From an optimization exercise on the open Yosys and OpenROAD flow, aimed at small area, a short achievable clock period and few clock cycles per item; shortcuts taken in it are not production practice. RTL that was checked went through simulation tests only; none was proved equivalent to the original.

==> inputs of run a <==
## epoch_seconds_to_calendar_top
module epoch_seconds_to_calendar_top (
  input  wire logic        clk,
  input  wire logic        rst,
  input  wire logic        din_valid,
  output wire logic        din_ready,
  input  wire logic [31:0] din_epoch_seconds,
  output wire logic        dout_valid,
  input  wire logic        dout_ready,
  output wire logic [5:0]  dout_second_of_minute,
  output wire logic [5:0]  dout_minute_of_hour,
  output wire logic [4:0]  dout_hour_of_day,
  output wire logic [2:0]  dout_weekday,
  output wire logic [7:0]  dout_year_offset,
  output wire logic [3:0]  dout_month_number,
  output wire logic [4:0]  dout_day_of_month
);
Settings: LEC_CHECK=0, ABC_AREA=1, CAP_MARGIN=20, CORE_MARGIN=2, CORE_UTILIZATION=40, SLEW_MARGIN=20; clock period 11.0 ns.
standard.sh (not shown) runs the stock make flow with config.mk's settings and CLKGATE_MAP_FILE= SYNTH_SCRIPT=/design/flow/synth_recipe.tcl, a recipe that flattens the netlist after the stock synthesis.
==> flow/flow/run.sh <==
#!/bin/bash
# The standard layout (the standard.sh: ORFS synthesis through finish) with timing repair
# aimed at 5 ns of setup slack, and the port buffers made with buf_1 cells.
set -euo pipefail
bash standard.sh SETUP_SLACK_MARGIN=5 'BUFFER_PORTS_ARGS=-buffer_cell sky130_fd_sc_hd__buf_1' finish > standard_finish.log 2>&1
==> inputs of run b, as changes to run a <==
--- a/flow/design.v
+++ b/flow/design.v
@@ -137,35 +137,32 @@
   assign s2_l[6] = 32'h4a94e35a >> r1_qb & 1'b1;
   assign s2_l[7] = 32'h6bdeb5ef >> r1_qb & 1'b1;
   assign s2_l[8] = 32'h8ce7398c >> r1_qb & 1'b1;
   assign s2_l[9] = 32'h4294a529 >> r1_qb & 1'b1;
   assign s2_l[10] = 32'h94210842 >> r1_qb & 1'b1;
   logic [11:0] s2_rpa, s2_rpb;
   assign s2_rpa = {1'b0, s2_qe[10:0]} + {1'b0, s2_l} + {11'd0, s2_ga};
   assign s2_rpb = {1'b0, s2_qe[10:0]} + {1'b0, s2_l} + {10'd0, s2_gb, !s2_gb};
-  assign s2_rp  = ({12{s2_c}} & s2_rpb) | ({12{!s2_c}} & s2_rpa);
+  assign s2_rp  = s2_c ? s2_rpb : s2_rpa;
   function automatic logic [2:0] add7(input logic [2:0] a, input logic [2:0] b);
     logic [3:0] t;
     t = {1'b0, a} + {1'b0, b};
     add7 = t[2:0] + {2'd0, t[3]};
   endfunction
   logic [2:0] s2_wa, s2_wb, s2_wq;
   assign s2_wa = add7(add7(s2_qe[2:0], s2_qe[5:3]), s2_qe[8:6]);
   assign s2_wb = add7(add7(s2_qe[11:9], s2_qe[14:12]), 3'd4 + {2'd0, s2_qe[15]});
   assign s2_wq = add7(s2_wa, s2_wb);
-  logic [2:0] s2_w4;
-  logic [2:0] s2_wd;
-  assign s2_w4 = add7(s2_wq, {2'd0, s2_c});           
-  assign s2_wd = (s2_w4 == 3'd7) ? 3'd1 : s2_w4 + 3'd1;
   logic [11:0] r2_rp;
+  logic        r2_c;
   logic [5:0]  r2_q4e;
   logic [10:0] r2_r;       
   logic [6:0]  r2_e;       
-  logic [2:0]  r2_wd;
+  logic [2:0]  r2_wq;
   logic [11:0] s3_r;       
   logic [8:0]  s3_n;
   logic [3:0]  s3_nn;      
   logic [8:0]  s3_off;
   logic [8:0]  s3_doy;
   logic [7:0]  s3_ya;      
   assign s3_r = r2_rp;
   assign s3_n[0] = (s3_r >= 12'd365);
@@ -210,42 +207,47 @@
   assign t[8] = (s3_doy >= 9'd245);
   assign t[9] = (s3_doy >= 9'd275);
   assign t[10] = (s3_doy >= 9'd306);
   assign t[11] = (s3_doy >= 9'd337);
   always_comb begin
     s3_mp = 4'd0;
     for (int i = 1; i <= 11; i++) if (t[i]) s3_mp = 4'(i);
   end
+  logic [2:0] s3_w4;
+  logic [2:0] s3_wd;
+  assign s3_w4 = add7(r2_wq, {2'd0, r2_c});
+  assign s3_wd = (s3_w4 == 3'd7) ? 3'd1 : s3_w4 + 3'd1;
   logic [6:0]  s3_ha;
-  logic [4:0]  s3_hm;      
-  logic [0:0]  s3_hw;      
+  logic [5:0]  s3_he;
   logic [8:0]  s3_l2;
   assign s3_ha = r2_r[10:4];
-  assign s3_hm[0] = 128'h6cd993264c993264c99b366cd9b366cc >> s3_ha & 1'b1;
-  assign s3_hm[1] = 128'h70e1e3c78f1e3c78f1e3c78f1e3c78f0 >> s3_ha & 1'b1;
-  assign s3_hm[2] = 128'h7f01fc07f01fc07f01fc07f01fc07f00 >> s3_ha & 1'b1;
-  assign s3_hm[3] = 128'h0001fff80000007ffe0000001fff8000 >> s3_ha & 1'b1;
-  assign s3_hm[4] = 128'h7ffe0000001fff80000007ffe0000000 >> s3_ha & 1'b1;
-  assign s3_hw[0] = 128'h60000000001800000000060000000000 >> s3_ha & 1'b1;
+  assign s3_he[0] = 128'h6cd993264c993264c99b366cd9b366cc >> s3_ha & 1'b1;
+  assign s3_he[1] = 128'h70e1e3c78f1e3c78f1e3c78f1e3c78f0 >> s3_ha & 1'b1;
+  assign s3_he[2] = 128'h7f01fc07f01fc07f01fc07f01fc07f00 >> s3_ha & 1'b1;
+  assign s3_he[3] = 128'h8001fff8001fff8001fff8001fff8000 >> s3_ha & 1'b1;
+  assign s3_he[4] = 128'h0001ffffffe0000001ffffffe0000000 >> s3_ha & 1'b1;
+  assign s3_he[5] = 128'h0001fffffffffffffe00000000000000 >> s3_ha & 1'b1;
   assign s3_l2[0] = 128'h6cd993264c993264c99b366cd9b366cc >> s3_ha & 1'b1;
   assign s3_l2[1] = 128'h1c3870e1c3870e1c3878f1e3c78f1e3c >> s3_ha & 1'b1;
   assign s3_l2[2] = 128'h03f80fe03f80fe03f807f01fc07f01fc >> s3_ha & 1'b1;
   assign s3_l2[3] = 128'hfff8001fff8001fff8000fffc000fffc >> s3_ha & 1'b1;
   assign s3_l2[4] = 128'hfff80000007ffffff80000003ffffffc >> s3_ha & 1'b1;
   assign s3_l2[5] = 128'h932193264c993264ce64c993264c9930 >> s3_ha & 1'b1;
   assign s3_l2[6] = 128'h1c3e1c3870e1c3870f870e1c3870e1c0 >> s3_ha & 1'b1;
   assign s3_l2[7] = 128'he03fe03f80fe03f80ff80fe03f80fe00 >> s3_ha & 1'b1;
   assign s3_l2[8] = 128'h6ce66ce64c66ce64c664c66ce64c66cc >> s3_ha & 1'b1;
   logic [8:0]  s3_hr;      
   logic        s3_hc;
   logic [7:0]  s3_hrem;
+  logic [5:0]  s3_h1;
   assign s3_hr   = {r2_r[5:0], r2_e[6:4]} + s3_l2;
   assign s3_hc   = (s3_hr >= 9'd225);
   assign s3_hrem = s3_hc ? 8'(s3_hr - 9'd225) : s3_hr[7:0];
+  assign s3_h1   = s3_he + {5'd0, s3_hc};
   logic [9:0]  s3_z;       
   assign s3_z = {s3_hrem, r2_e[3:2]};
   logic [6:0]  s3_ma;
   logic [5:0]  s3_me;
   assign s3_ma = s3_z[9:3];
   assign s3_me[0] = 128'hcc999933326664ccc999933326664ccc >> s3_ma & 1'b1;
   assign s3_me[1] = 128'hf0e1e1c3c387870f0e1e1c3c387870f0 >> s3_ma & 1'b1;
   assign s3_me[2] = 128'h00fe01fc03f807f00fe01fc03f807f00 >> s3_ma & 1'b1;
@@ -302,24 +304,25 @@
       v3 <= v2;
     end
   end
   always_ff @(posedge clk) begin
     if (adv) begin
       r1_qe    <= p0[18:3];
       r1_lo    <= din_epoch_seconds[17:0];
       r2_rp    <= s2_rp;
+      r2_c     <= s2_c;
       r2_q4e   <= s2_q4e;
       r2_r     <= s2_r;
       r2_e     <= r1_lo[6:0];
-      r2_wd    <= s2_wd;
+      r2_wq    <= s2_wq;
       r3_dl    <= s3_doy[4:0];
       r3_mp    <= s3_mp;
       r3_ya    <= s3_ya;
-      r3_wd    <= r2_wd;
-      r3_h     <= !s3_hc ? s3_hm : s3_hw ? 5'd0 : s3_hm + 5'd1;
+      r3_wd    <= s3_wd;
+      r3_h     <= (s3_h1 >= 6'd24) ? 5'(s3_h1 - 6'd24) : s3_h1[4:0];
       r3_me    <= s3_me;
       r3_zl    <= s3_z[4:0];
       r3_s     <= r2_e[1:0];
     end
   end
 endmodule
 `default_nettype wire
Settings changed: ABC_AREA 1 to unset.
==> inputs of run c, as changes to run a <==
--- a/flow/design.v
+++ b/flow/design.v
@@ -137,35 +137,32 @@
   assign s2_l[6] = 32'h4a94e35a >> r1_qb & 1'b1;
   assign s2_l[7] = 32'h6bdeb5ef >> r1_qb & 1'b1;
   assign s2_l[8] = 32'h8ce7398c >> r1_qb & 1'b1;
   assign s2_l[9] = 32'h4294a529 >> r1_qb & 1'b1;
   assign s2_l[10] = 32'h94210842 >> r1_qb & 1'b1;
   logic [11:0] s2_rpa, s2_rpb;
   assign s2_rpa = {1'b0, s2_qe[10:0]} + {1'b0, s2_l} + {11'd0, s2_ga};
   assign s2_rpb = {1'b0, s2_qe[10:0]} + {1'b0, s2_l} + {10'd0, s2_gb, !s2_gb};
-  assign s2_rp  = ({12{s2_c}} & s2_rpb) | ({12{!s2_c}} & s2_rpa);
+  assign s2_rp  = s2_c ? s2_rpb : s2_rpa;
   function automatic logic [2:0] add7(input logic [2:0] a, input logic [2:0] b);
     logic [3:0] t;
     t = {1'b0, a} + {1'b0, b};
     add7 = t[2:0] + {2'd0, t[3]};
   endfunction
   logic [2:0] s2_wa, s2_wb, s2_wq;
   assign s2_wa = add7(add7(s2_qe[2:0], s2_qe[5:3]), s2_qe[8:6]);
   assign s2_wb = add7(add7(s2_qe[11:9], s2_qe[14:12]), 3'd4 + {2'd0, s2_qe[15]});
   assign s2_wq = add7(s2_wa, s2_wb);
-  logic [2:0] s2_w4;
-  logic [2:0] s2_wd;
-  assign s2_w4 = add7(s2_wq, {2'd0, s2_c});           
-  assign s2_wd = (s2_w4 == 3'd7) ? 3'd1 : s2_w4 + 3'd1;
   logic [11:0] r2_rp;
+  logic        r2_c;
   logic [5:0]  r2_q4e;
   logic [10:0] r2_r;       
   logic [6:0]  r2_e;       
-  logic [2:0]  r2_wd;
+  logic [2:0]  r2_wq;
   logic [11:0] s3_r;       
   logic [8:0]  s3_n;
   logic [3:0]  s3_nn;      
   logic [8:0]  s3_off;
   logic [8:0]  s3_doy;
   logic [7:0]  s3_ya;      
   assign s3_r = r2_rp;
   assign s3_n[0] = (s3_r >= 12'd365);
@@ -210,42 +207,47 @@
   assign t[8] = (s3_doy >= 9'd245);
   assign t[9] = (s3_doy >= 9'd275);
   assign t[10] = (s3_doy >= 9'd306);
   assign t[11] = (s3_doy >= 9'd337);
   always_comb begin
     s3_mp = 4'd0;
     for (int i = 1; i <= 11; i++) if (t[i]) s3_mp = 4'(i);
   end
+  logic [2:0] s3_w4;
+  logic [2:0] s3_wd;
+  assign s3_w4 = add7(r2_wq, {2'd0, r2_c});
+  assign s3_wd = (s3_w4 == 3'd7) ? 3'd1 : s3_w4 + 3'd1;
   logic [6:0]  s3_ha;
-  logic [4:0]  s3_hm;      
-  logic [0:0]  s3_hw;      
+  logic [5:0]  s3_he;
   logic [8:0]  s3_l2;
   assign s3_ha = r2_r[10:4];
-  assign s3_hm[0] = 128'h6cd993264c993264c99b366cd9b366cc >> s3_ha & 1'b1;
-  assign s3_hm[1] = 128'h70e1e3c78f1e3c78f1e3c78f1e3c78f0 >> s3_ha & 1'b1;
-  assign s3_hm[2] = 128'h7f01fc07f01fc07f01fc07f01fc07f00 >> s3_ha & 1'b1;
-  assign s3_hm[3] = 128'h0001fff80000007ffe0000001fff8000 >> s3_ha & 1'b1;
-  assign s3_hm[4] = 128'h7ffe0000001fff80000007ffe0000000 >> s3_ha & 1'b1;
-  assign s3_hw[0] = 128'h60000000001800000000060000000000 >> s3_ha & 1'b1;
+  assign s3_he[0] = 128'h6cd993264c993264c99b366cd9b366cc >> s3_ha & 1'b1;
+  assign s3_he[1] = 128'h70e1e3c78f1e3c78f1e3c78f1e3c78f0 >> s3_ha & 1'b1;
+  assign s3_he[2] = 128'h7f01fc07f01fc07f01fc07f01fc07f00 >> s3_ha & 1'b1;
+  assign s3_he[3] = 128'h8001fff8001fff8001fff8001fff8000 >> s3_ha & 1'b1;
+  assign s3_he[4] = 128'h0001ffffffe0000001ffffffe0000000 >> s3_ha & 1'b1;
+  assign s3_he[5] = 128'h0001fffffffffffffe00000000000000 >> s3_ha & 1'b1;
   assign s3_l2[0] = 128'h6cd993264c993264c99b366cd9b366cc >> s3_ha & 1'b1;
   assign s3_l2[1] = 128'h1c3870e1c3870e1c3878f1e3c78f1e3c >> s3_ha & 1'b1;
   assign s3_l2[2] = 128'h03f80fe03f80fe03f807f01fc07f01fc >> s3_ha & 1'b1;
   assign s3_l2[3] = 128'hfff8001fff8001fff8000fffc000fffc >> s3_ha & 1'b1;
   assign s3_l2[4] = 128'hfff80000007ffffff80000003ffffffc >> s3_ha & 1'b1;
   assign s3_l2[5] = 128'h932193264c993264ce64c993264c9930 >> s3_ha & 1'b1;
   assign s3_l2[6] = 128'h1c3e1c3870e1c3870f870e1c3870e1c0 >> s3_ha & 1'b1;
   assign s3_l2[7] = 128'he03fe03f80fe03f80ff80fe03f80fe00 >> s3_ha & 1'b1;
   assign s3_l2[8] = 128'h6ce66ce64c66ce64c664c66ce64c66cc >> s3_ha & 1'b1;
   logic [8:0]  s3_hr;      
   logic        s3_hc;
   logic [7:0]  s3_hrem;
+  logic [5:0]  s3_h1;
   assign s3_hr   = {r2_r[5:0], r2_e[6:4]} + s3_l2;
   assign s3_hc   = (s3_hr >= 9'd225);
   assign s3_hrem = s3_hc ? 8'(s3_hr - 9'd225) : s3_hr[7:0];
+  assign s3_h1   = s3_he + {5'd0, s3_hc};
   logic [9:0]  s3_z;       
   assign s3_z = {s3_hrem, r2_e[3:2]};
   logic [6:0]  s3_ma;
   logic [5:0]  s3_me;
   assign s3_ma = s3_z[9:3];
   assign s3_me[0] = 128'hcc999933326664ccc999933326664ccc >> s3_ma & 1'b1;
   assign s3_me[1] = 128'hf0e1e1c3c387870f0e1e1c3c387870f0 >> s3_ma & 1'b1;
   assign s3_me[2] = 128'h00fe01fc03f807f00fe01fc03f807f00 >> s3_ma & 1'b1;
@@ -302,24 +304,25 @@
       v3 <= v2;
     end
   end
   always_ff @(posedge clk) begin
     if (adv) begin
       r1_qe    <= p0[18:3];
       r1_lo    <= din_epoch_seconds[17:0];
       r2_rp    <= s2_rp;
+      r2_c     <= s2_c;
       r2_q4e   <= s2_q4e;
       r2_r     <= s2_r;
       r2_e     <= r1_lo[6:0];
-      r2_wd    <= s2_wd;
+      r2_wq    <= s2_wq;
       r3_dl    <= s3_doy[4:0];
       r3_mp    <= s3_mp;
       r3_ya    <= s3_ya;
-      r3_wd    <= r2_wd;
-      r3_h     <= !s3_hc ? s3_hm : s3_hw ? 5'd0 : s3_hm + 5'd1;
+      r3_wd    <= s3_wd;
+      r3_h     <= (s3_h1 >= 6'd24) ? 5'(s3_h1 - 6'd24) : s3_h1[4:0];
       r3_me    <= s3_me;
       r3_zl    <= s3_z[4:0];
       r3_s     <= r2_e[1:0];
     end
   end
 endmodule
 `default_nettype wire
Settings changed: ABC_AREA 1 to unset, CORE_UTILIZATION 40 to 65.
==> comparison table <==
metric                                                            run c           run b           run a
Synth Area in Adders                                              0.264           0.264           0.260
Kind of end point of the critical path                        flip-flop       flip-flop      output pin
Starting density of the core                                      0.655           0.407           0.403
Number of nets produced by synthesis                               1807            1807            2053
Metal2 WL                                                      15400 um        14800 um        16000 um
Later-pin clock latency in the skew report                      0.42 ns         0.43 ns         0.44 ns
Reg2Reg Depth                                                        25              21              27
Layout multi-input combinational cell count                        1181            1181            1338
Synth Cell Area                                              13600 um^2      13600 um^2      13900 um^2
Post-synthesis mux area share                                    0.0259          0.0259         0.00153
Area of the core region                                      20800 um^2      33500 um^2      34400 um^2
Worst hold endpoint                                            r3_zl[1]         r2_e[1]         r2_e[3]
Sequential fraction of total cell area                            0.226           0.221           0.219
Sequential cell area fraction in the yosys report                 0.251           0.251           0.245
Growth of design area from synthesis to finish                    10.9%           13.4%           11.7%
Result of the run                                        finished clean  finished clean  finished clean
Fraction of area in multi-input gates                             0.634           0.623           0.604
Number of buffers outside the clock class in the layout             107             113             101
Met1 layer wirelength in the final routing                     12900 um        14000 um        15200 um
Vias after detailed routing                                       11100           10900           12000
Cell count along the critical path                                   17              17               4
Testbench counts of run b, summed over its fixed seeds: cycles 8,024, items 8,000.
Testbench counts of run c, summed over its fixed seeds: cycles 8,024, items 8,000.
No functional check of the RTL was part of run a.

[static timing again, ports no longer ideal]
Ports are ideal in the flow. The routed layouts listed here were re-timed in OpenROAD.
Step 1 (the two cells are an assumption about what drives the block):
set clk [get_ports {clk}]
set_driving_cell -lib_cell sky130_fd_sc_hd__clkbuf_16 $clk
set_driving_cell -lib_cell sky130_fd_sc_hd__buf_2 [delete_from_list [all_inputs] $clk]
Step 2 moves the port delays by t, midway between the first and last clock arrival at a register: inputs arrive t later, outputs are due t later. That takes back most of the time a late clock gives input paths.
Slacks: no drivers / after step 1 / after step 2; pairs: no drivers / after step 1.
run	shift t [ns]	setup WS [ns]	hold slack, ns
run a	0.487	5.178 / 5.156 / 4.803	0.417 / 0.417 / 0.417
run b	0.481	5.051 / 5.064 / 4.583	0.414 / 0.414 / 0.414
run c	0.462	5.091 / 5.099 / 4.637	0.417 / 0.417 / 0.417
After both steps setup and hold are still met in every run listed. For run b, which loses most, drivers alone change the setup slack by +0.013 ns; drivers and shift together by -0.468 ns.
